This design comes from an exercise in tuning for small area, a short achievable clock period and few clock cycles per item on the open sky130 flow, not from production work.
In this exercise RTL edits were held to simulation tests only and were not proved equivalent to the original.

==> flow/design.v (outline; a module is shown in full before it is edited, if it fits) <==
// module fxp_mul: 2249 lines
// module taylor_cos: 74 lines
module taylor_cos
(
   input  logic         clock,
   input  logic         reset,
   input  logic         start,
   input  logic [W-1:0] angle_in,
   output logic         ready_out,
   output logic [W-1:0] cos_out
);
  // ...
==> flow/flow/run.sh <==
#!/bin/bash
set -euo pipefail
bash standard.sh SETUP_SLACK_MARGIN=5.5 "BUFFER_PORTS_ARGS=-buffer_cell sky130_fd_sc_hd__buf_1" finish > flow.log 2>&1
==> flow/standard.sh <==
#!/bin/bash
# synth_recipe.tcl (not shown) runs the flow's synth.tcl, then flattens the netlist and writes it again
# the make line also repeats each setting of config.mk as NAME=value (left out here)
make -C /OpenROAD-flow-scripts/flow DESIGN_CONFIG=/design/flow/config.mk WORK_HOME=/design/flow/orfs CLKGATE_MAP_FILE= SYNTH_SCRIPT=/design/flow/synth_recipe.tcl "${@:-finish}"
==> flow/config.mk <==
export PLATFORM = sky130hd
export DESIGN_NAME = taylor_cos
export DESIGN_NICKNAME = taylor_cos
export VERILOG_FILES = /design/flow/design.v
export SDC_FILE = /design/flow/constraint.sdc
export NUM_CORES = 4
export LEC_CHECK = 0
export ABC_AREA = 1
export CAP_MARGIN = 20
export CORE_MARGIN = 2
export CORE_UTILIZATION = 40
export CTS_BUF_LIST = sky130_fd_sc_hd__clkbuf_4 sky130_fd_sc_hd__clkbuf_8
export SLEW_MARGIN = 20
export SYNTH_HIERARCHICAL = 1
==> flow/constraint.sdc <==
create_clock -name core_clock -period 12.0 [get_ports {clock}]
set_input_delay 2.4000 -clock core_clock [delete_from_list [all_inputs] [get_ports {clock}]]
set_output_delay 2.4000 -clock core_clock [all_outputs]
set_load 0.01 [all_outputs]
==> flow_summary.json, run 1 <==
{
  "synthArstFlopShare": 0.109,
  "outcome": "no timing/DRC/antenna violations",
  "placed_area_um2": 18300,
  "grt_pass1_wl_um": 94300,
  "hold_viol": 0,
  "clk_path_buf_depth": 2,
  "path_buf_inv": 5,
  "port_buffers": 51,
  "ys_seq_area_frac": 0.0910,
  "dp_hpwl_um": 43400,
  "rr_startpoint": "a_q[9]",
  "design.die.area_um2": 46000,
  "endpoint": "a_q[10]",
  "cts_setup_buffers": 30,
  "yosys_register_bits": 55,
  "regMostFlops": "b_q",
  "setup_violations": 0,
  "rrSetupSlack_ps": 5720,
  "grtUsageTotal": 0.263,
  "worst-setup-path-type": "reg2reg",
  "drt-wirelength-per-cell_um": 21.7,
  "nWellTaps": 592,
  "vias_per_cell": 5.72
}
Testbench counts, summed over its fixed seeds: cycles 3,072, items 512.
==> module taylor_cos, before the edit <==
module taylor_cos
(
   input  logic         clock,
   input  logic         reset,
   input  logic         start,
   input  logic [W-1:0] angle_in,
   output logic         ready_out,
   output logic [W-1:0] cos_out
);
   logic [4:0]  step_q;     
   logic        ready_q;
   logic [23:0] a_q;        
   logic [24:0] b_q;        
   logic        idle;
   logic        accept;
   logic [24:0] s_row;
   logic [24:0] mul_p;
   logic [3:0]  t;
   logic [24:0] acc4;
   logic [23:0] x;
   assign x = a_q;
   assign idle   = ~|step_q;
   assign accept = idle & start;
   fxp_mul u_mul (
      .a_in (a_q),
      .b_in (b_q),
      .s_in (s_row),
      .p_c  (mul_p)
   );
   always_comb begin
      s_row = {{24{b_q[23]}} & b_q[23:0], 1'b0};
      if (step_q[1]) s_row = 25'h1ffd27d;    
      if (step_q[2]) s_row = 25'h0055555;    
      if (step_q[3]) s_row = 25'h1c00000;    
      if (step_q[4]) s_row = 25'h0800000;    
   end
   logic [7:0] c;
   assign c[0] = x >= 24'd2897;
   assign c[1] = x >= 24'd5931643;
   assign c[2] = x >= 24'd8388609;
   assign c[3] = x >= 24'd10273906;
   assign c[4] = x >= 24'd11863284;
   assign c[5] = x >= 24'd13263555;
   assign c[6] = x >= 24'd14529496;
   assign c[7] = x >= 24'd15693649;
   assign t[3] = c[7];
   assign t[2] = c[3] & ~c[7];
   assign t[1] = (c[1] & ~c[3]) | (c[5] & ~c[7]);
   assign t[0] = (c[0] & ~c[1]) | (c[2] & ~c[3]) | (c[4] & ~c[5]) | (c[6] & ~c[7]);
   assign acc4 = 25'd208 - {21'd0, t};
   always_ff @(posedge clock or posedge reset) begin
      if (reset) begin
         step_q  <= 5'd0;
         ready_q <= 1'b0;
      end else begin
         step_q <= {step_q[3:0], accept};
         if (accept)         ready_q <= 1'b0;
         else if (step_q[4]) ready_q <= 1'b1;
      end
   end
   always_ff @(posedge clock) begin
      if (accept) begin
         a_q   <= angle_in;
         b_q   <= {1'b0, angle_in};
      end else if (step_q[0]) begin
         a_q <= acc4[23:0];
         b_q <= mul_p;
      end else if (!idle) begin
         a_q <= mul_p[23:0];
      end
   end
   assign ready_out = ready_q;
   assign cos_out   = (a_q[23] & a_q[22]) ? {W{1'b0}} : a_q;
endmodule
==> inputs of run 2 (changes only) <==
--- a/flow/design.v
+++ b/flow/design.v
@@ -2288,19 +2288,15 @@
       if (step_q[3]) s_row = 25'h1c00000;    
       if (step_q[4]) s_row = 25'h0800000;    
    end
-   logic [7:0] c;
-   assign c[0] = x >= 24'd2897;
+   logic [4:1] c;
    assign c[1] = x >= 24'd5931643;
    assign c[2] = x >= 24'd8388609;
    assign c[3] = x >= 24'd10273906;
    assign c[4] = x >= 24'd11863284;
-   assign c[5] = x >= 24'd13263555;
-   assign c[6] = x >= 24'd14529496;
-   assign c[7] = x >= 24'd15693649;
-   assign t[3] = c[7];
-   assign t[2] = c[3] & ~c[7];
-   assign t[1] = (c[1] & ~c[3]) | (c[5] & ~c[7]);
-   assign t[0] = (c[0] & ~c[1]) | (c[2] & ~c[3]) | (c[4] & ~c[5]) | (c[6] & ~c[7]);
+   assign t[3] = 1'b0;
+   assign t[2] = c[3];
+   assign t[1] = c[1] & ~c[3];
+   assign t[0] = ~c[1] | (c[2] & ~c[3]) | c[4];
    assign acc4 = 25'd208 - {21'd0, t};
    always_ff @(posedge clock or posedge reset) begin
       if (reset) begin
--- a/flow/config.mk
+++ b/flow/config.mk
@@ -9,6 +9,5 @@
 export CAP_MARGIN = 20
 export CORE_MARGIN = 2
 export CORE_UTILIZATION = 40
-export CTS_BUF_LIST = sky130_fd_sc_hd__clkbuf_4 sky130_fd_sc_hd__clkbuf_8
 export SLEW_MARGIN = 20
 export SYNTH_HIERARCHICAL = 1
==> flow_summary.json, run 2 <==
{
  "worstMarginPinSlew_ps": 888,
  "ys_types": 47,
  "min_period_over_period": 0.525,
  "setup_tns_ps": 0,
  "mostFrequentLayoutCells": "inv_1 (356), xor2_1 (299), o22ai_1 (277), fa_1 (258), nand2_1 (208)",
  "cts_root_buf": "clkbuf_16",
  "drc": 0,
  "relSlewSlack": 0.407,
  "gp_congestion": 0.977,
  "cp_max_fo": 12,
  "finClkSkew_ps": 6.37,
  "synth_edf_count": 48,
  "cts_buffers": 5,
  "cts_tree": "done",
  "reg2reg_to": "a_q[4]",
  "diodes": 0,
  "syn_inst": 2130,
  "critPathMaxStageDelay_ps": 740,
  "first_iter_violations": 1574,
  "synthArstFlopShare": 0.109,
  "crit_slowest_cell": "clkinvlp_2",
  "crit_chain": "clkinvlp_2, o22ai_1, xor2_1, ha_1, inv_1, fa_2, fa_1, fa_1, inv_1, fa_1, ha_1, nand2_1, nor2_4, nand2_2, inv_1, nand3_1, nand2_1, xor2_1, inv_1, o311ai_1",
  "synthToLayoutAreaGrowth_pct": 10.0,
  "nets": 2503,
  "outcome": "no timing/DRC/antenna violations",
  "fmax_mhz": 159,
  "cp-end-kind": "flip-flop",
  "rr_startpoint": "b_q[13]",
  "drt_pass1_iterations": 6,
  "die_h_um": 213,
  "cpMostUsedCell": "inv_1",
  "holdBufCountCts": 0,
  "worstSetupStartpoint": "b_q[13]",
  "yosys_register_bits": 55,
  "syn_area_um2": 17400,
  "ys_seq_area_frac": 0.0927,
  "grtUsageTotal": 0.277,
  "antenna_found_initial": 1,
  "overflow": 0,
  "reg_top3": "b_q: 25 flops, a_q: 24 flops, step_q: 5 flops",
  "port_buffers": 51,
  "synth_top_area_cell": "fa_1",
  "core-area_um2": 43000,
  "endpoint": "a_q[4]",
  "io_pins": 52,
  "synth_top_area_share": 0.300,
  "dr_total_vias": 15600,
  "synth_ff_type": "edfxtp_1",
  "clock-sinks": 55,
  "fin_cells": 2719,
  "synthMostInstantiatedCell": "inv_1",
  "design.die.area_um2": 45200,
  "syn_avg_cell_area_um2": 8.16,
  "final_common_cell": "inv_1",
  "yosys_warnings": 7,
  "grt_pass1_vias": 16200,
  "clk_path_buf_depth": 2,
  "regMostFlops": "b_q",
  "num_rows": 76,
  "hold_viol": 0,
  "insertion_delay_ps": 320,
  "drive_above_1_share": 0.113,
  "reg2reg_depth": 20,
  "drt-wirelength-per-cell_um": 22.6,
  "worstSetupStartpointType": "flip-flop",
  "period_needed_ps": 6300,
  "vias_per_cell": 5.74,
  "cap_violations": 0,
  "cts_max_level": 2,
  "synth.top_cells.by_area": "fa_1 (30%), xor2_1 (15%), o22ai_1 (10%)",
  "cts.clk_slew.worst_paths_ps": 80,
  "worst-setup-path-type": "reg2reg",
  "largest_register_ffs": 25,
  "rsz0062_at_grt": "yes",
  "setup_violations": 0,
  "rrSetupSlack_ps": 5700,
  "dp_hpwl_um": 43100,
  "ant_nets": 0,
  "start_util": 0.405,
  "die_width_um": 213,
  "min_path_type": "reg2reg",
  "grt_pass1_wl_um": 94300,
  "synth_top_cells_by_count": "inv_1 (371), xor2_1 (303), o22ai_1 (286)",
  "dp_cells": 2667,
  "synth.net_count": 2500,
  "final_max_slew_viol_count": 0,
  "wl_um": 61500,
  "grt_max_degree": 67,
  "arrival_ps": 6380,
  "required_ps": 12090
}
[run 2: cells by family after synthesis]
group                    share of synthesized area
buffers and inverters                        0.124
AND/OR/NAND/NOR                              0.111
AO/OA/AOI/OAI                                0.155
adder cells (fa/ha/maj)                      0.359
XOR/XNOR                                     0.156
flip-flops                                  0.0927
multiplexers                               0.00173
[run 2: worst min path at each step]
| stage | start | end | slack, ps | cells past startpoint |
|---|---|---|---|---|
| 2_1_floorplan | step_q[0] | step_q[1] | 370 | 0 |
| 3_3_place_gp | step_q[2] | step_q[3] | 420 | 0 |
| 3_5_place_dp | step_q[2] | step_q[3] | 420 | 0 |
| 4_1_cts | step_q[2] | step_q[3] | 440 | 0 |
| 5_1_grt | step_q[2] | step_q[3] | 460 | 0 |
| 6_report | step_q[2] | step_q[3] | 440 | 0 |
[run 2: routing by layer]
layer	global-route usage	vias up	wire [µm]
met4	0.160	2	3760
met5	0	-	13
met1	0.350	7608	23600
met3	0.0504	224	5600
li1	-	6859	-
met2	0.445	915	28600
[run 2: metrics by stage]
| stage | instance area, µm² | hold slack (ps) | util | setup WS [ps] |
|---|---|---|---|---|
| 6_report | 19100 | 445 | 0.445 | 5700 |
| 5_1_grt | 19100 | 458 | 0.445 | 5440 |
| 4_1_cts | 18400 | 441 | 0.429 | 5480 |
| 3_5_place_dp | 18000 | 423 | 0.419 | 4610 |
| 3_3_place_gp | 18000 | 416 | 0.419 | 4840 |
| 2_1_floorplan | 17400 | 374 | - | 5860 |
[run 2: worst max-delay path: cells and delay by family, from the launching register on]
family	cells	cell delay, ps
fa+ha+maj	6	2500
buf+inv	5	1220
compound gates	2	840
simple gates	5	610
flops	1	580
xor+xnor	2	320
[run 2: layout make-up]
class	count	area [µm²]
repair buffers	137	991
clock inverters	3	23.8
flip-flops and latches	55	1610
inverters	393	1620
clock buffers	5	125
repair inverters	4	26.3
fillers	4342	23900
multi-input cells	1537	14000
well taps	585	732
[run 2: what timing repair did]
action,CTS,global route
hold endpoints to repair,0,0
setup endpoints to repair,47,39
pin swaps,2,35
cloned,2,6
setup buffers,20,16
gates resized for setup,28,119
[run 2: Yosys stat by module (local to each module, per instance)]
module,flops+latches,cell area (µm²),cells inside,copies in the design
fxp_mul,0,14200,1747,1
taylor_cos,55,3160,383,1
Testbench counts of run 2, summed over its fixed seeds: cycles 3,072, items 512.
==> inputs of run 3 (changes only) <==
--- a/flow/design.v
+++ b/flow/design.v
@@ -2263,7 +2263,7 @@
 );
    logic [4:0]  step_q;     
    logic        ready_q;
-   logic [23:0] a_q;        
+   logic [24:0] a_q;        
    logic [24:0] b_q;        
    logic        idle;
    logic        accept;
@@ -2272,11 +2272,11 @@
    logic [3:0]  t;
    logic [24:0] acc4;
    logic [23:0] x;
-   assign x = a_q;
+   assign x = a_q[23:0];
    assign idle   = ~|step_q;
    assign accept = idle & start;
    fxp_mul u_mul (
-      .a_in (a_q),
+      .a_in (a_q[23:0]),
       .b_in (b_q),
       .s_in (s_row),
       .p_c  (mul_p)
@@ -2288,7 +2288,8 @@
       if (step_q[3]) s_row = 25'h1c00000;    
       if (step_q[4]) s_row = 25'h0800000;    
    end
-   logic [4:1] c;
+   logic [4:0] c;
+   assign c[0] = x >= 24'd2897;
    assign c[1] = x >= 24'd5931643;
    assign c[2] = x >= 24'd8388609;
    assign c[3] = x >= 24'd10273906;
@@ -2296,7 +2297,7 @@
    assign t[3] = 1'b0;
    assign t[2] = c[3];
    assign t[1] = c[1] & ~c[3];
-   assign t[0] = ~c[1] | (c[2] & ~c[3]) | c[4];
+   assign t[0] = (c[0] & ~c[1]) | (c[2] & ~c[3]) | c[4];
    assign acc4 = 25'd208 - {21'd0, t};
    always_ff @(posedge clock or posedge reset) begin
       if (reset) begin
@@ -2310,15 +2311,15 @@
    end
    always_ff @(posedge clock) begin
       if (accept) begin
-         a_q   <= angle_in;
+         a_q   <= {1'b0, angle_in};
          b_q   <= {1'b0, angle_in};
       end else if (step_q[0]) begin
-         a_q <= acc4[23:0];
+         a_q <= acc4;
          b_q <= mul_p;
       end else if (!idle) begin
-         a_q <= mul_p[23:0];
+         a_q <= mul_p;
       end
    end
    assign ready_out = ready_q;
-   assign cos_out   = (a_q[23] & a_q[22]) ? {W{1'b0}} : a_q;
+   assign cos_out   = a_q[24] ? {W{1'b0}} : a_q[W-1:0];
 endmodule
==> flow_summary.json, run 3 <==
{
  "outcome": "no timing/DRC/antenna violations",
  "grt_pass1_vias": 16200,
  "synth_ff_type": "edfxtp_1",
  "muxShareOfSynthArea": 0.00171,
  "num_rows": 76,
  "yosys_warnings": 7,
  "start_util": 0.406,
  "grt_pass1_wl_um": 92900,
  "min_path_type": "reg2reg",
  "nFillCells": 4442,
  "drt-wirelength-per-cell_um": 21.7,
  "port_buffers": 51,
  "yosys_register_bits": 56,
  "antenna_found_initial": 0,
  "cpMostUsedCell": "fa_1",
  "crit_slowest_cell": "inv_1",
  "fin_area_um2": 19100,
  "worst-setup-path-type": "reg2reg",
  "synthSimpleGateAreaFrac": 0.119,
  "drive_above_1_share": 0.101,
  "min_period_over_period": 0.523,
  "synthArstFlopShare": 0.107,
  "diodes": 0,
  "dp_hpwl_um": 43500,
  "cap_violations": 0,
  "vias_per_cell": 5.74,
  "synth_top_family_by_area": "adder cells",
  "ant_nets": 0,
  "die_h_um": 213,
  "reg_top3": "a_q: 25 flops, b_q: 25 flops, step_q: 5 flops",
  "cts_max_level": 2,
  "fmax_mhz": 159,
  "gp_congestion": 0.935,
  "die_width_um": 213,
  "final_max_slew_viol_count": 0,
  "required_ps": 12150,
  "drt_pass1_iterations": 7,
  "overflow": 0,
  "arrival_ps": 6430,
  "clk_path_buf_depth": 2,
  "critical_path.top_delay_family": "adder cells",
  "cts_root_buf": "clkbuf_16",
  "synth_compound_area_frac": 0.153,
  "synthToLayoutAreaGrowth_pct": 8.94,
  "cts_buffers": 5,
  "hold_viol": 0,
  "cts.clk_slew.worst_paths_ps": 80,
  "syn_inst": 2172,
  "crit_chain": "inv_1, o22ai_1, xor2_1, fa_1, fa_1, fa_1, fa_1, fa_1, inv_1, ha_2, a21oi_4, o21ai_4, nand2_1, nand2_1, a21oi_4, nand2_8, inv_1, fa_1, xnor2_1, inv_1, o31ai_1",
  "mostFrequentLayoutCells": "inv_1 (360), xor2_1 (301), o22ai_1 (282), fa_1 (257), nand2_1 (240)",
  "clock-sinks": 56,
  "core-area_um2": 43200,
  "holdBufCountCts": 0,
  "setup_tns_ps": 0,
  "placed_area_um2": 18200,
  "syn_area_um2": 17500,
  "relSlewSlack": 0.355,
  "synthMostInstantiatedCell": "inv_1",
  "final_common_cell": "inv_1",
  "worstMarginPinSlew_ps": 966,
  "rsz0062_at_grt": "yes",
  "synth_top_area_share": 0.298,
  "ys_seq_area_frac": 0.0930,
  "critPathMaxStageDelay_ps": 730,
  "worstSetupStartpointType": "flip-flop",
  "path_buf_inv": 4,
  "cp-end-kind": "flip-flop",
  "synth_top_cells_by_count": "inv_1 (372), xor2_1 (303), o22ai_1 (287)",
  "io_pins": 52,
  "synth.top_cells.by_area": "fa_1 (30%), xor2_1 (15%), o22ai_1 (10%)",
  "cts_tree": "done",
  "synth_fa_ha_area_frac": 0.356,
  "setup_violations": 0,
  "cp_max_fo": 24,
  "drc": 0,
  "period_needed_ps": 6270,
  "synth_top_area_cell": "fa_1",
  "nets": 2556,
  "synth_xor_area_frac": 0.155,
  "synth.net_count": 2542,
  "grtUsageTotal": 0.268,
  "grt_max_degree": 67,
  "finClkSkew_ps": 6.80,
  "synth_edf_count": 48,
  "design.die.area_um2": 45500,
  "dr_total_vias": 15900,
  "wl_um": 60200,
  "ys_types": 46,
  "insertion_delay_ps": 320,
  "first_iter_violations": 1466,
  "syn_avg_cell_area_um2": 8.08
}
run 3: final cells by class:
cell class / instances / area, µm² / area share
repair inverters: 4 / 27.5 / 0.00144
flip-flops and latches: 56 / 1630 / 0.0854
clock buffers: 6 / 129 / 0.00674
well taps: 585 / 732 / 0.0383
inverters: 392 / 1550 / 0.0810
repair buffers: 150 / 1000 / 0.0525
multi-input cells: 1577 / 14000 / 0.734
clock inverters: 2 / 16.3 / 0.000851
run 3: modules after synthesis, one instance, submodules excluded:
module      flops+latches  times used
fxp_mul                 0           1
taylor_cos             56           1
run 3: metrics by stage:
stage | hold slack [ps] | instances | utilization | setup slack [ps]
final | 442 | 2772 | 0.443 | 5730
after floorplan | 369 | 2172 | - | 5970
after detailed placement | 420 | 2711 | 0.421 | 4810
after global placement | 425 | 2711 | 0.421 | 4890
after CTS | 446 | 2741 | 0.431 | 5500
after global routing | 458 | 2772 | 0.443 | 5450
run 3: metal layers:
metal / global-route usage / share of wire
met3: 0.0434 / 0.082
met2: 0.444 / 0.47
met1: 0.337 / 0.39
met5: 0 / 0
met4: 0.142 / 0.058
run 3: what timing repair did:
item                       4_1_cts  5_1_grt
gates cloned                     3        1
pin swaps                        2       20
setup endpoints to repair       46       34
setup buffers                   19       30
resized for setup               35       65
hold endpoints to repair         0        0
run 3: worst paths after layout:
path / startpoint / to / slack, ps / cells past startpoint
setup / recovery: b_q[11] / a_q[10] / 5730 / 21
hold / removal: step_q[2] / step_q[3] / 440 / 0
setup reg to reg: b_q[11] / a_q[10] / 5730 / 21
hold reg to reg: step_q[2] / step_q[3] / 440 / 0
max in group asynchronous: reset / step_q[4] / 9860 / 2
min in group asynchronous: reset / ready_q / 1950 / 2
run 3: logic make-up (layout without fill, tap and decap cells):
group	Yosys count	in the layout
DFF	56	56
AOI/OAI and AO/OA	437	437
adders and majority gates	343	343
buffers and inverters	539	554
xor gates and xnor gates	310	310
and+or+nand+nor	484	484
muxes	3	3
Testbench counts of run 3, summed over its fixed seeds: cycles 3,072, items 512.
==> inputs of run 4 (changes only) <==
--- a/flow/config.mk
+++ b/flow/config.mk
@@ -9,5 +9,6 @@
 export CAP_MARGIN = 20
 export CORE_MARGIN = 2
 export CORE_UTILIZATION = 40
+export PLACE_DENSITY = 0.7
 export SLEW_MARGIN = 20
 export SYNTH_HIERARCHICAL = 1
==> flow_summary.json, run 4 <==
{
  "mostFrequentLayoutCells": "inv_1 (358), xor2_1 (302), o22ai_1 (284), fa_1 (260), nand2_1 (238)",
  "required_ps": 12120,
  "vias_per_cell": 5.85,
  "worst-setup-path-type": "reg2reg",
  "worstSetupStartpointType": "flip-flop",
  "clk_path_buf_depth": 2,
  "ant_nets": 0,
  "dr_total_vias": 16200,
  "core-area_um2": 43200,
  "critPathMaxStageDelay_ps": 820,
  "insertion_delay_ps": 320,
  "final_common_cell": "inv_1",
  "synth_ff_type": "edfxtp_1",
  "utilization": 0.443,
  "wl_um": 60100,
  "hold_viol": 0,
  "rsz0062_at_grt": "no",
  "period_needed_ps": 6430,
  "rr_startpoint": "b_q[17]",
  "finClkSkew_ps": 10.0,
  "synthArstFlopShare": 0.107,
  "grt_pass1_wl_um": 92200,
  "cp_max_fo": 24,
  "overflow": 0,
  "syn_area_um2": 17500,
  "drive_above_1_share": 0.0978,
  "die_width_um": 213,
  "grt_pass1_vias": 16500,
  "cap_violations": 0,
  "cts_max_level": 2,
  "grtUsageTotal": 0.266,
  "grt_max_degree": 67,
  "synth_top_area_share": 0.298,
  "setup_violations": 0,
  "reg2reg_depth": 21,
  "synth_top_cells_by_count": "inv_1 (372), xor2_1 (303), o22ai_1 (287)",
  "nets": 2546,
  "diodes": 0,
  "drc": 0,
  "outcome": "no timing/DRC/antenna violations",
  "num_rows": 76,
  "syn_inst": 2172,
  "final_max_slew_viol_count": 0,
  "synthMostInstantiatedCell": "inv_1",
  "drt_pass1_iterations": 7,
  "relSlewSlack": 0.250,
  "yosys_register_bits": 56,
  "die_h_um": 213,
  "synth_edf_count": 48,
  "crit_chain": "inv_1, o22ai_1, xor2_1, fa_1, fa_1, fa_1, fa_1, fa_1, inv_1, ha_1, nand2_1, nor2_2, nand2_2, nor2_4, nand2_4, nand2_8, inv_1, fa_1, xnor2_1, inv_1, o31ai_1",
  "worstSetupStartpoint": "b_q[17]",
  "fmax_mhz": 156,
  "first_iter_violations": 1829,
  "rrSetupSlack_ps": 5570,
  "setup_tns_ps": 0,
  "cts_buffers": 5,
  "synth.top_cells.by_area": "fa_1 (30%), xor2_1 (15%), o22ai_1 (10%)",
  "cts_tree": "done",
  "gp_congestion": 0.986,
  "synthToLayoutAreaGrowth_pct": 9.12,
  "synth_top_area_cell": "fa_1",
  "clock-sinks": 56,
  "crit_slowest_cell": "inv_1",
  "io_pins": 52,
  "min_period_over_period": 0.536,
  "reg2reg_to": "a_q[10]",
  "design.die.area_um2": 45500,
  "syn_avg_cell_area_um2": 8.08,
  "yosys_warnings": 7,
  "ys_types": 46,
  "reg_top3": "a_q: 25 flops, b_q: 25 flops, step_q: 5 flops",
  "cts_root_buf": "clkbuf_16",
  "cp-end-kind": "flip-flop",
  "min_path_type": "reg2reg",
  "drt-wirelength-per-cell_um": 21.7,
  "dp_cells": 2702,
  "worstMarginPinSlew_ps": 1120,
  "start_util": 0.406,
  "endpoint": "a_q[10]",
  "hold_path_depth": 0,
  "ys_seq_area_frac": 0.0930,
  "arrival_ps": 6550,
  "cpMostUsedCell": "fa_1",
  "antenna_found_initial": 0,
  "holdBufCountCts": 0,
  "fin_cells": 2762,
  "synth.net_count": 2542,
  "dp_hpwl_um": 41600,
  "port_buffers": 51,
  "cts.clk_slew.worst_paths_ps": 80
}
[run 4: cell counts after synthesis]
Identical to the previous run, type by type.
[run 4: worst max-delay path: cells and delay by family, from the launching register on]
| kind | cells | cell delay, ps |
|---|---|---|
| adder cells (fa/ha/maj) | 7 | 3240 |
| buffers and inverters | 4 | 990 |
| AO/OA/AOI/OAI | 2 | 520 |
| XOR/XNOR | 2 | 370 |
| flip-flops | 1 | 380 |
| AND/OR/NAND/NOR | 6 | 710 |
[run 4: metal layers]
layer | up-vias | wire length, µm | track usage
met5 | - | 0 | 0
met4 | 0 | 4130 | 0.154
met3 | 292 | 6920 | 0.0554
met2 | 1087 | 26800 | 0.420
met1 | 7778 | 22200 | 0.338
li1 | 7008 | - | -
[run 4: modules after synthesis (local to each module, per instance)]
module | flip-flops and latches | times used | cells inside
fxp_mul | 0 | 1 | 1747
taylor_cos | 56 | 1 | 425
[run 4: area by class of cell]
type / instances / area, µm²
clock buffers: 6 / 129
clock inverters: 2 / 38.8
fillers: 4257 / 24000
inverters: 392 / 1590
multi-input cells: 1578 / 14000
flip-flops and latches: 56 / 1630
well taps: 585 / 732
repair buffers: 138 / 976
repair inverters: 5 / 27.5
[run 4: per-stage QoR]
stage          setup slack, ps  instance area, µm²  hold WS [ps]
3_5_place_dp              4690               18100           430
6_report                  5570               19100           445
4_1_cts                   5530               18800           448
2_1_floorplan             5970               17500           369
3_3_place_gp              4920               18100           413
5_1_grt                   5450               19100           463
[run 4: what timing repair did]
| action | CTS | global route |
|---|---|---|
| cloned | 5 | 4 |
| pin swaps | 4 | 15 |
| endpoints found under the setup margin | 48 | 35 |
| gates resized for setup | 62 | 54 |
| buffers inserted | 26 | 17 |
[run 4: cell families (layout without fill, tap and decap cells)]
group / after synthesis / after routing / synth area share
compound gates: 437 / 438 / 0.153
fa+ha+maj: 343 / 343 / 0.356
buf+inv: 539 / 543 / 0.123
flops: 56 / 56 / 0.0930
xor+xnor: 310 / 310 / 0.155
simple gates: 484 / 484 / 0.119
mux: 3 / 3 / 0.00171
[run 4: worst min path at each step]
stage,startpoint,end,slack [ps]
after floorplan,step_q[0],step_q[1],370
after global placement,step_q[2],step_q[3],410
after detailed placement,step_q[2],step_q[3],430
after CTS,step_q[2],step_q[3],450
after global routing,step_q[2],step_q[3],460
final,step_q[2],step_q[3],440
==> inputs of run 5 (changes only) <==
--- a/flow/design.v
+++ b/flow/design.v
@@ -2288,8 +2288,7 @@
       if (step_q[3]) s_row = 25'h1c00000;    
       if (step_q[4]) s_row = 25'h0800000;    
    end
-   logic [4:0] c;
-   assign c[0] = x >= 24'd2897;
+   logic [4:1] c;
    assign c[1] = x >= 24'd5931643;
    assign c[2] = x >= 24'd8388609;
    assign c[3] = x >= 24'd10273906;
@@ -2297,7 +2296,7 @@
    assign t[3] = 1'b0;
    assign t[2] = c[3];
    assign t[1] = c[1] & ~c[3];
-   assign t[0] = (c[0] & ~c[1]) | (c[2] & ~c[3]) | c[4];
+   assign t[0] = ~c[1] | (c[2] & ~c[3]) | c[4];
    assign acc4 = 25'd208 - {21'd0, t};
    always_ff @(posedge clock or posedge reset) begin
       if (reset) begin
--- a/flow/config.mk
+++ b/flow/config.mk
@@ -9,6 +9,5 @@
 export CAP_MARGIN = 20
 export CORE_MARGIN = 2
 export CORE_UTILIZATION = 40
-export PLACE_DENSITY = 0.7
 export SLEW_MARGIN = 20
 export SYNTH_HIERARCHICAL = 1
==> flow_summary.json, run 5 <==
{
  "dp_slack_ps": 4480,
  "holdBufCountCts": 0,
  "mostFrequentLayoutCells": "inv_1 (355), xor2_1 (301), o22ai_1 (278), fa_1 (256), nand2_1 (198)",
  "final_max_slew_viol_count": 0,
  "dp_hpwl_um": 42300,
  "multi_input_area_um2": 14000,
  "dr_total_vias": 15600,
  "cts_max_level": 2,
  "min_period_over_period": 0.523,
  "grtUsageTotal": 0.269,
  "rrSetupSlack_ps": 5720,
  "drt-wirelength-per-cell_um": 22.1,
  "arrival_ps": 6430,
  "worstSetupStartpoint": "a_q[13]",
  "synth_fa_ha_area_frac": 0.359,
  "insertion_delay_ps": 330,
  "design.die.area_um2": 45200,
  "gp_congestion": 0.962,
  "reg2reg_to": "a_q[10]",
  "ys_seq_area_frac": 0.0937,
  "drive_above_1_share": 0.113,
  "vias_per_cell": 5.72,
  "syn_area_um2": 17400,
  "reg_top3": "a_q: 25 flops, b_q: 25 flops, step_q: 5 flops",
  "synthSimpleGateAreaFrac": 0.111,
  "worst-setup-path-type": "reg2reg",
  "hp-start": "step_q[2]",
  "clk_path_buf_depth": 2,
  "muxShareOfSynthArea": 0.00173,
  "die_width_um": 213,
  "final_common_cell": "inv_1",
  "rsz0062_at_grt": "yes",
  "core-area_um2": 43000,
  "synth_compound_area_frac": 0.155,
  "clock-sinks": 56,
  "io_pins": 52,
  "final.setup.worst_slack_ps": 5720,
  "reg2reg_depth": 27,
  "wl_um": 60300,
  "synth_top_family_by_area": "adder cells",
  "cap_violations": 0,
  "synth_ff_type": "edfxtp_1",
  "start_util": 0.405,
  "outcome": "no timing/DRC/antenna violations",
  "ys_types": 48,
  "relSlewSlack": 0.417,
  "setup_violations": 0,
  "drc": 0,
  "first_iter_violations": 1776,
  "synth_edf_count": 48,
  "rr_startpoint": "a_q[13]",
  "ant_nets": 0,
  "synth_top_cells_by_count": "inv_1 (368), xor2_1 (303), o22ai_1 (286)",
  "cts_root_buf": "clkbuf_16",
  "cp_max_fo": 15,
  "synthToLayoutAreaGrowth_pct": 10.1,
  "yosys_warnings": 7,
  "grt_pass1_vias": 15700,
  "finClkSkew_ps": 8.91,
  "endpoint": "a_q[10]",
  "required_ps": 12150,
  "port_buffers": 51,
  "grt_pass1_wl_um": 91800,
  "worstSetupStartpointType": "flip-flop",
  "cp-end-kind": "flip-flop",
  "diodes": 0,
  "synth_xor_area_frac": 0.156,
  "synth.top_cells.by_area": "fa_1 (30%), xor2_1 (15%), o22ai_1 (10%)",
  "synth_top_area_cell": "fa_1",
  "nFillCells": 4379,
  "cts.clk_slew.worst_paths_ps": 80,
  "synth.net_count": 2502,
  "fmax_mhz": 159,
  "cts_tree": "done",
  "overflow": 0,
  "num_rows": 76,
  "synth_top_area_share": 0.300,
  "die_h_um": 213,
  "nets": 2514,
  "hold_viol": 0,
  "syn_avg_cell_area_um2": 8.16,
  "synthArstFlopShare": 0.107,
  "drt_pass1_iterations": 8,
  "syn_inst": 2132,
  "cts_buffers": 5,
  "yosys_register_bits": 56,
  "worstMarginPinSlew_ps": 874,
  "antenna_found_initial": 0,
  "setup_tns_ps": 0,
  "min_path_type": "reg2reg",
  "synthMostInstantiatedCell": "inv_1",
  "period_needed_ps": 6280,
  "grt_max_degree": 49,
  "ff_latch_area_um2": 1630
}
run 5: repair_timing:
item	4_1_cts	5_1_grt
pin swaps	1	17
gates resized for setup	36	93
buffers inserted	21	28
setup endpoints to repair	50	39
cloned	3	4
run 5: cell type report:
cell class / count / area share
multi-input cells: 1538 / 0.729
flip-flops and latches: 56 / 0.0852
inverters: 391 / 0.0834
repair buffers: 147 / 0.0548
well taps: 585 / 0.0382
clock buffers: 6 / 0.00673
repair inverters: 5 / 0.00170
clock inverters: 2 / 0.000849
run 5: critical path, cell delays in order (launching register included):
cell and delay (ps):
edfxtp_1 430, buf_12 200, nand2_1 90, inv_1 70, nor2_4 120, buf_12 140, clkinvlp_4 150, buf_4 180
o22ai_1 170, xor2_1 130, fa_1 640, fa_1 460, fa_1 400, fa_1 480, fa_1 500, inv_1 40
ha_1 310, nand2_1 110, nor2_2 140, nand2_1 100, nor2_2 120, nand2_2 80, nand2_4 130, inv_1 70
fa_1 370, xnor2_1 150, inv_1 60, o31ai_1 220
run 5: through the flow:
| step | util | instance area, µm² | std cells | hold WS, ps |
|---|---|---|---|---|
| 6_report | 0.446 | 19200 | 2730 | 458 |
| 5_1_grt | 0.446 | 19200 | 2730 | 489 |
| 4_1_cts | 0.430 | 18500 | 2697 | 468 |
| 3_5_place_dp | 0.419 | 18000 | 2665 | 448 |
| 3_3_place_gp | 0.419 | 18000 | 2665 | 442 |
| 2_1_floorplan | - | 17400 | 2132 | 355 |
run 5: kinds of logic after synthesis:
group | Yosys count
muxes | 3
buffers and inverters | 538
and+or+nand+nor | 440
xor gates and xnor gates | 310
DFF | 56
adders and majority gates | 343
AOI/OAI and AO/OA | 442
run 5: modules after synthesis (local to each module, per instance):
module / cells inside / times used / flip-flops and latches
fxp_mul: 1747 / 1 / 0
taylor_cos: 385 / 1 / 56
run 5: worst min-delay path by stage:
| stage | to | cells after the start | slack, ps |
|---|---|---|---|
| finish | step_q[3] | 0 | 460 |
| global route | step_q[3] | 0 | 490 |
| CTS | step_q[3] | 0 | 470 |
| detailed placement | step_q[3] | 0 | 450 |
| global placement | step_q[3] | 0 | 440 |
| floorplan | step_q[1] | 0 | 350 |
run 5: routing by layer:
layer | track usage | vias to the layer above | routed length (µm)
met2 | 0.437 | 833 | 28000
met5 | 0 | - | 0
li1 | - | 6918 | -
met3 | 0.0363 | 181 | 4980
met1 | 0.356 | 7673 | 24400
met4 | 0.123 | 0 | 2910
Testbench counts of run 5, summed over its fixed seeds: cycles 3,072, items 512.
==> inputs of run 6 (changes only) <==
--- a/flow/design.v
+++ b/flow/design.v
@@ -2288,7 +2288,8 @@
       if (step_q[3]) s_row = 25'h1c00000;    
       if (step_q[4]) s_row = 25'h0800000;    
    end
-   logic [4:1] c;
+   logic [4:0] c;
+   assign c[0] = x >= 24'd2897;
    assign c[1] = x >= 24'd5931643;
    assign c[2] = x >= 24'd8388609;
    assign c[3] = x >= 24'd10273906;
@@ -2296,7 +2297,7 @@
    assign t[3] = 1'b0;
    assign t[2] = c[3];
    assign t[1] = c[1] & ~c[3];
-   assign t[0] = ~c[1] | (c[2] & ~c[3]) | c[4];
+   assign t[0] = (c[0] & ~c[1]) | (c[2] & ~c[3]) | c[4];
    assign acc4 = 25'd208 - {21'd0, t};
    always_ff @(posedge clock or posedge reset) begin
       if (reset) begin
==> flow/flow/run.sh (replaced) <==
#!/bin/bash
set -euo pipefail
bash standard.sh SETUP_SLACK_MARGIN=5.65 "BUFFER_PORTS_ARGS=-buffer_cell sky130_fd_sc_hd__buf_1" finish > flow.log 2>&1
==> flow_summary.json, run 6 <==
{
  "ys_seq_area_frac": 0.0930,
  "setup_violations": 0,
  "antenna_found_initial": 0,
  "cts_root_buf": "clkbuf_16",
  "cts_max_level": 2,
  "synth_fa_ha_area_frac": 0.356,
  "arrival_ps": 6360,
  "relSlewSlack": 0.443,
  "reg2reg_depth": 26,
  "final_common_cell": "inv_1",
  "fmax_mhz": 161,
  "synth_top_family_by_area": "adder cells",
  "die_width_um": 213,
  "outcome": "no timing/DRC/antenna violations",
  "port_buffers": 51,
  "start_util": 0.406,
  "fin_cells": 2792,
  "synth_top_cells_by_count": "inv_1 (372), xor2_1 (303), o22ai_1 (287)",
  "syn_area_um2": 17500,
  "synth_compound_area_frac": 0.153,
  "grt_pass1_vias": 16200,
  "vias_per_cell": 5.73,
  "setup_tns_ps": 0,
  "placed_area_um2": 18200,
  "hold_path_depth": 0,
  "reg2reg_to": "a_q[10]",
  "drt_pass1_iterations": 5,
  "mostFrequentLayoutCells": "inv_1 (359), xor2_1 (296), o22ai_1 (271), fa_1 (245), nand2_1 (238)",
  "die_h_um": 213,
  "drc": 0,
  "finClkSkew_ps": 8.96,
  "clk_path_buf_depth": 2,
  "synthMostInstantiatedCell": "inv_1",
  "rr_startpoint": "a_q[13]",
  "diodes": 0,
  "muxShareOfSynthArea": 0.00171,
  "min_path_type": "reg2reg",
  "grtUsageTotal": 0.268,
  "io_pins": 52,
  "synth.top_cells.by_area": "fa_1 (30%), xor2_1 (15%), o22ai_1 (10%)",
  "syn_avg_cell_area_um2": 8.08,
  "worstSetupStartpointType": "flip-flop",
  "hp-start": "step_q[2]",
  "rrSetupSlack_ps": 5790,
  "grt_max_degree": 67,
  "first_iter_violations": 1543,
  "yosys_register_bits": 56,
  "gp_congestion": 0.935,
  "fin_area_um2": 19700,
  "design.die.area_um2": 45500,
  "cts_buffers": 5,
  "rsz0062_at_grt": "yes",
  "dp_hpwl_um": 43500,
  "cts.clk_slew.worst_paths_ps": 80,
  "synth_top_area_cell": "fa_1",
  "drive_above_1_share": 0.130,
  "ys_types": 46,
  "dr_total_vias": 16000,
  "clock-sinks": 56,
  "worstMarginPinSlew_ps": 834,
  "cts_tree": "done",
  "synthToLayoutAreaGrowth_pct": 12.3,
  "min_period_over_period": 0.517,
  "hold_viol": 0,
  "cp-end-kind": "flip-flop",
  "grt_pass1_wl_um": 93100,
  "period_needed_ps": 6210,
  "required_ps": 12150,
  "synthArstFlopShare": 0.107,
  "cp_max_fo": 15,
  "worst-setup-path-type": "reg2reg",
  "core-area_um2": 43200,
  "synth_edf_count": 48,
  "dp_slack_ps": 4810,
  "dp_cells": 2711,
  "final_max_slew_viol_count": 0,
  "synthSimpleGateAreaFrac": 0.119,
  "yosys_warnings": 7,
  "syn_inst": 2172,
  "overflow": 0,
  "synth.net_count": 2542,
  "ant_nets": 0,
  "insertion_delay_ps": 320,
  "reg_top3": "a_q: 25 flops, b_q: 25 flops, step_q: 5 flops",
  "final.setup.worst_slack_ps": 5790,
  "num_rows": 76,
  "nets": 2576,
  "cap_violations": 0,
  "synth_top_area_share": 0.298,
  "hold_path_end": "step_q[3]",
  "drt-wirelength-per-cell_um": 22.1,
  "synth_xor_area_frac": 0.155,
  "wl_um": 61700,
  "synth_ff_type": "edfxtp_1"
}
[run 6: changes by cell type after synthesis, sizes merged]
cell    before  now
nand2      229  262
nor2       145  157
nand3b       2    0
clkbuf      46   45
clkinv       2    3
nand3       47   49
a21oi       74   71
buf        101  102
o21ai       41   39
nand4        8    7
[run 6: cells by family (layout without fill, tap and decap cells)]
group	count (synthesis)	count (layout)
AO/OA/AOI/OAI	437	437
XOR/XNOR	310	310
adder cells (fa/ha/maj)	343	343
buffers and inverters	539	573
flip-flops	56	56
multiplexers	3	3
AND/OR/NAND/NOR	484	485
[run 6: Yosys stat by module (local to each module, per instance)]
module / copies in the design / area [µm²] / flip-flops and latches / cells inside
taylor_cos: 1 / 3300 / 56 / 425
fxp_mul: 1 / 14200 / 0 / 1747
[run 6: area by class of cell]
| type | instances | area (µm²) |
|---|---|---|
| Clock buffer | 6 | 129 |
| Multi-Input combinational cell | 1578 | 14300 |
| Sequential cell | 56 | 1630 |
| Clock inverter | 2 | 16.3 |
| Timing Repair inverter | 8 | 53.8 |
| Timing Repair Buffer | 165 | 1220 |
| Inverter | 392 | 1600 |
| Fill cell | 4380 | 23500 |
| Tap cell | 585 | 732 |
[run 6: how the worst max path moves through the flow]
stage / from / end / slack [ps] / cells after the start
CTS: a_q[21] / a_q[10] / 5650 / 26
finish: a_q[13] / a_q[10] / 5790 / 26
global placement: a_q[13] / a_q[10] / 4890 / 24
floorplan: a_q[1] / a_q[10] / 5970 / 27
detailed placement: a_q[13] / a_q[10] / 4810 / 24
global route: a_q[1] / a_q[10] / 5540 / 26
[run 6: layer usage]
| layer | track usage | share of wire | wire [µm] | up-vias |
|---|---|---|---|---|
| li1 | - | - | - | 7064 |
| met1 | 0.336 | 0.39 | 24000 | 7808 |
| met2 | 0.444 | 0.47 | 28900 | 908 |
| met3 | 0.0450 | 0.089 | 5490 | 208 |
| met4 | 0.143 | 0.052 | 3240 | 0 |
| met5 | 0 | 0 | 0 | - |
[run 6: what timing repair did]
item	CTS	global route
hold buffers	0	0
gates resized for setup	55	129
setup buffers	22	41
setup endpoints to repair	48	35
pin swaps	5	38
gates cloned	4	6
[run 6: per-stage QoR]
stage | util | hold slack (ps)
2_1_floorplan | - | 369
3_3_place_gp | 0.421 | 425
3_5_place_dp | 0.421 | 420
4_1_cts | 0.434 | 446
5_1_grt | 0.456 | 458
6_report | 0.456 | 442
[run 6: critical path, stage by stage, from the launching register on]
cell and delay [ps]:
edfxtp_1 410, buf_12 190, nand2_1 90, inv_1 70
nor2_4 180, clkinvlp_4 150, buf_4 200, o22ai_1 190
xor2_1 220, fa_1 500, fa_1 410, fa_1 510
fa_2 450, fa_1 490, inv_1 60, ha_4 290
nand2_1 110, nor2_2 170, nand2_2 100, nor2_4 130
nand2_4 110, nand2_8 130, inv_1 60, fa_1 370
xnor2_1 140, inv_1 70, o31ai_1 210
Testbench counts of run 6, summed over its fixed seeds: cycles 3,072, items 512.
==> inputs of run 7 (changes only) <==
==> flow/run.sh (new file) <==
#!/bin/bash
# synth_recipe.tcl (not shown) runs the flow's synth.tcl, then flattens the netlist and writes it again
# the make line also repeats each setting of config.mk as NAME=value (left out here)
make -C /OpenROAD-flow-scripts/flow DESIGN_CONFIG=/design/flow/config.mk WORK_HOME=/design/flow/orfs CLKGATE_MAP_FILE= SYNTH_SCRIPT=/design/flow/synth_recipe.tcl finish
--- a/flow/config.mk
+++ b/flow/config.mk
@@ -9,5 +9,6 @@
 export CAP_MARGIN = 20
 export CORE_MARGIN = 2
 export CORE_UTILIZATION = 40
+export SETUP_SLACK_MARGIN = 5
 export SLEW_MARGIN = 20
 export SYNTH_HIERARCHICAL = 1
removed: flow/flow/run.sh
removed: flow/standard.sh
==> flow_summary.json, run 7 <==
{
  "die_width_um": 213,
  "grt_pass1_wl_um": 95000,
  "reg_top3": "a_q: 25 flops, b_q: 25 flops, step_q: 5 flops",
  "dp_slack_ps": 4730,
  "die_h_um": 213,
  "finClkSkew_ps": 6.16,
  "synthToLayoutAreaGrowth_pct": 8.15,
  "hold_viol": 0,
  "core-area_um2": 43200,
  "overflow": 0,
  "synth.net_count": 2542,
  "cts_max_level": 2,
  "gp_congestion": 0.985,
  "hp-start": "step_q[2]",
  "fin_area_um2": 19000,
  "critPathMaxStageDelay_ps": 540,
  "ant_nets": 0,
  "worstSetupStartpointType": "flip-flop",
  "final.setup.worst_slack_ps": 5230,
  "hold_path_end": "step_q[3]",
  "drt_pass1_iterations": 6,
  "design.die.area_um2": 45500,
  "nFillCells": 4422,
  "relSlewSlack": 0.265,
  "first_iter_violations": 1429,
  "setup_tns_ps": 0,
  "port_buffers": 51,
  "io_pins": 52,
  "worstMarginPinSlew_ps": 1100,
  "clk_path_buf_depth": 2,
  "grt_pass1_vias": 16500,
  "cp-end-kind": "flip-flop",
  "drc": 0,
  "reg2reg_depth": 24,
  "cpMostUsedCell": "fa_1",
  "placed_area_um2": 18500,
  "period_needed_ps": 6770,
  "worst-setup-path-type": "reg2reg",
  "insertion_delay_ps": 320,
  "vias_per_cell": 5.71,
  "path_buf_inv": 5,
  "synth_ff_type": "edfxtp_1",
  "mostFrequentLayoutCells": "inv_1 (369), xor2_1 (303), o22ai_1 (287), fa_1 (261), nand2_1 (241)",
  "syn_avg_cell_area_um2": 8.08,
  "clock-sinks": 56,
  "cap_violations": 0,
  "setup_violations": 0,
  "diodes": 0,
  "critical_path.top_delay_family": "adder cells",
  "multi_input_area_um2": 13800,
  "fin_cells": 2745,
  "drt-wirelength-per-cell_um": 22.2,
  "arrival_ps": 6910,
  "reg2reg_to": "a_q[10]",
  "ff_latch_area_um2": 1630,
  "synth_edf_count": 48,
  "min_path_type": "reg2reg",
  "rrSetupSlack_ps": 5230,
  "syn_area_um2": 17500,
  "cts_buffers": 5,
  "holdBufCountCts": 0,
  "ys_types": 46,
  "synthMostInstantiatedCell": "inv_1",
  "cts_root_buf": "clkbuf_16",
  "required_ps": 12150,
  "grt_max_degree": 68,
  "nets": 2529,
  "synth.top_cells.by_area": "fa_1 (30%), xor2_1 (15%), o22ai_1 (10%)",
  "antenna_found_initial": 0,
  "final_common_cell": "inv_1",
  "hold_path_depth": 0,
  "crit_chain": "buf_4, nor2_2, nor2_1, inv_4, o22ai_1, xor2_1, fa_1, fa_1, fa_1, fa_1, fa_1, inv_1, ha_1, nand2_2, nor2_4, nand2_2, nor2_4, nand2_4, nand2_8, inv_1, fa_1, xnor2_1, inv_1, o31ai_1",
  "rr_startpoint": "a_q[7]",
  "rsz0062_at_grt": "yes",
  "outcome": "no timing/DRC/antenna violations",
  "synth_top_area_cell": "fa_1",
  "syn_inst": 2172,
  "dp_cells": 2710,
  "drive_above_1_share": 0.0718,
  "dp_hpwl_um": 43500,
  "cts.clk_slew.worst_paths_ps": 80,
  "wl_um": 61000,
  "start_util": 0.406,
  "grtUsageTotal": 0.275,
  "final_max_slew_viol_count": 0,
  "num_rows": 76,
  "dr_total_vias": 15700,
  "synth_top_area_share": 0.298,
  "synthArstFlopShare": 0.107,
  "cts_tree": "done",
  "ys_seq_area_frac": 0.0930,
  "min_period_over_period": 0.564,
  "yosys_warnings": 7,
  "cp_max_fo": 24,
  "synth_top_cells_by_count": "inv_1 (372), xor2_1 (303), o22ai_1 (287)",
  "fmax_mhz": 148,
  "crit_slowest_cell": "fa_1",
  "yosys_register_bits": 56
}
==> run 7: cell counts after synthesis <==
No cell type changed its count.
==> run 7: Yosys stat by module (local to each module, per instance) <==
module,flip-flops and latches,cells inside,area [µm²]
fxp_mul,0,1747,14200
taylor_cos,56,425,3300
==> run 7: area by class of cell <==
type	count	share of cell area
Timing Repair inverter	3	0.000923
Clock buffer	6	0.00679
Clock inverter	2	0.000857
Tap cell	585	0.0386
Sequential cell	56	0.0860
Multi-Input combinational cell	1578	0.730
Timing Repair Buffer	123	0.0582
Inverter	392	0.0789
==> run 7: worst max path at each step <==
stage	from	endpoint	slack, ps	depth (start not counted)
final	a_q[7]	a_q[10]	5230	24
after global placement	a_q[3]	a_q[9]	4850	21
after global routing	a_q[5]	a_q[9]	4970	26
after floorplan	a_q[1]	a_q[10]	5970	27
after detailed placement	a_q[3]	a_q[9]	4730	24
after CTS	a_q[13]	a_q[9]	4990	24
==> run 7: worst reg2reg max path: cells and delay by family (launching register included) <==
kind	cells	cell delay, ps
AND/OR/NAND/NOR	8	1460
adder cells (fa/ha/maj)	7	3230
AO/OA/AOI/OAI	2	380
flip-flops	1	360
buffers and inverters	5	830
XOR/XNOR	2	340
==> run 7: what timing repair did <==
action,4_1_cts,5_1_grt
gates resized for setup,8,20
setup buffers,12,10
gates cloned,2,2
setup endpoints to repair,11,35
==> run 7: metrics by stage <==
step	util	hold slack [ps]
2_1_floorplan	-	369
3_3_place_gp	0.428	411
3_5_place_dp	0.428	430
4_1_cts	0.435	451
5_1_grt	0.439	464
6_report	0.439	450
==> run 7: logic make-up (layout without fill, tap and decap cells) <==
| family | Yosys count | in the layout | share of synthesized area |
|---|---|---|---|
| flops | 56 | 56 | 0.0930 |
| buf+inv | 539 | 526 | 0.123 |
| compound gates | 437 | 438 | 0.153 |
| mux | 3 | 3 | 0.00171 |
| simple gates | 484 | 484 | 0.119 |
| fa+ha+maj | 343 | 343 | 0.356 |
| xor+xnor | 310 | 310 | 0.155 |
==> run 7: routing by layer <==
layer  up-vias  routed length (µm)  track usage  part of all wire
li1       6961                   -            -                 -
met1      7688               23900        0.350              0.39
met2       831               28700        0.454              0.47
met3       202                5250       0.0483             0.086
met4         0                3130        0.135             0.051
met5         -                   0            0                 0

[port drivers added, routing unchanged]
The flow's constraints put no driver on any port. The routed layouts listed below were extracted and timed again, unchanged, in two steps. Step 1: set_driving_cell puts a clkbuf_16 on clock and a buf_2 on each other input, an assumption about the parent block. Step 2 times the ports against the registers' clock, not the clock port: input delays grow and output delays shrink by t, the midpoint of the rising clock arrivals with the driver on. Three values: no drivers, after step 1, after step 2; two values: the first two.
| run | t, ns | setup slack, ns | hold WS [ns] | worst setup path at the end | latest minus earliest clock arrival (ns) |
|---|---|---|---|---|---|
| run 1 | 0.399 | 5.718 / 5.718 / 5.718 | 0.461 / 0.461 / 0.461 | register to register | 0.014 / 0.014 |
| run 2 | 0.368 | 5.702 / 5.702 / 5.702 | 0.445 / 0.445 / 0.445 | register to register | 0.007 / 0.006 |
| run 3 | 0.363 | 5.726 / 5.726 / 5.726 | 0.442 / 0.442 / 0.442 | register to register | 0.007 / 0.007 |
| run 4 | 0.360 | 5.572 / 5.572 / 5.572 | 0.445 / 0.445 / 0.445 | register to register | 0.010 / 0.010 |
| run 5 | 0.369 | 5.719 / 5.719 / 5.719 | 0.458 / 0.458 / 0.458 | register to register | 0.009 / 0.009 |
| run 6 | 0.364 | 5.791 / 5.791 / 5.791 | 0.442 / 0.442 / 0.442 | register to register | 0.009 / 0.009 |
| run 7 | 0.365 | 5.234 / 5.234 / 5.234 | 0.450 / 0.450 / 0.450 | register to register | 0.006 / 0.006 |
After both steps every run listed still meets setup and hold.
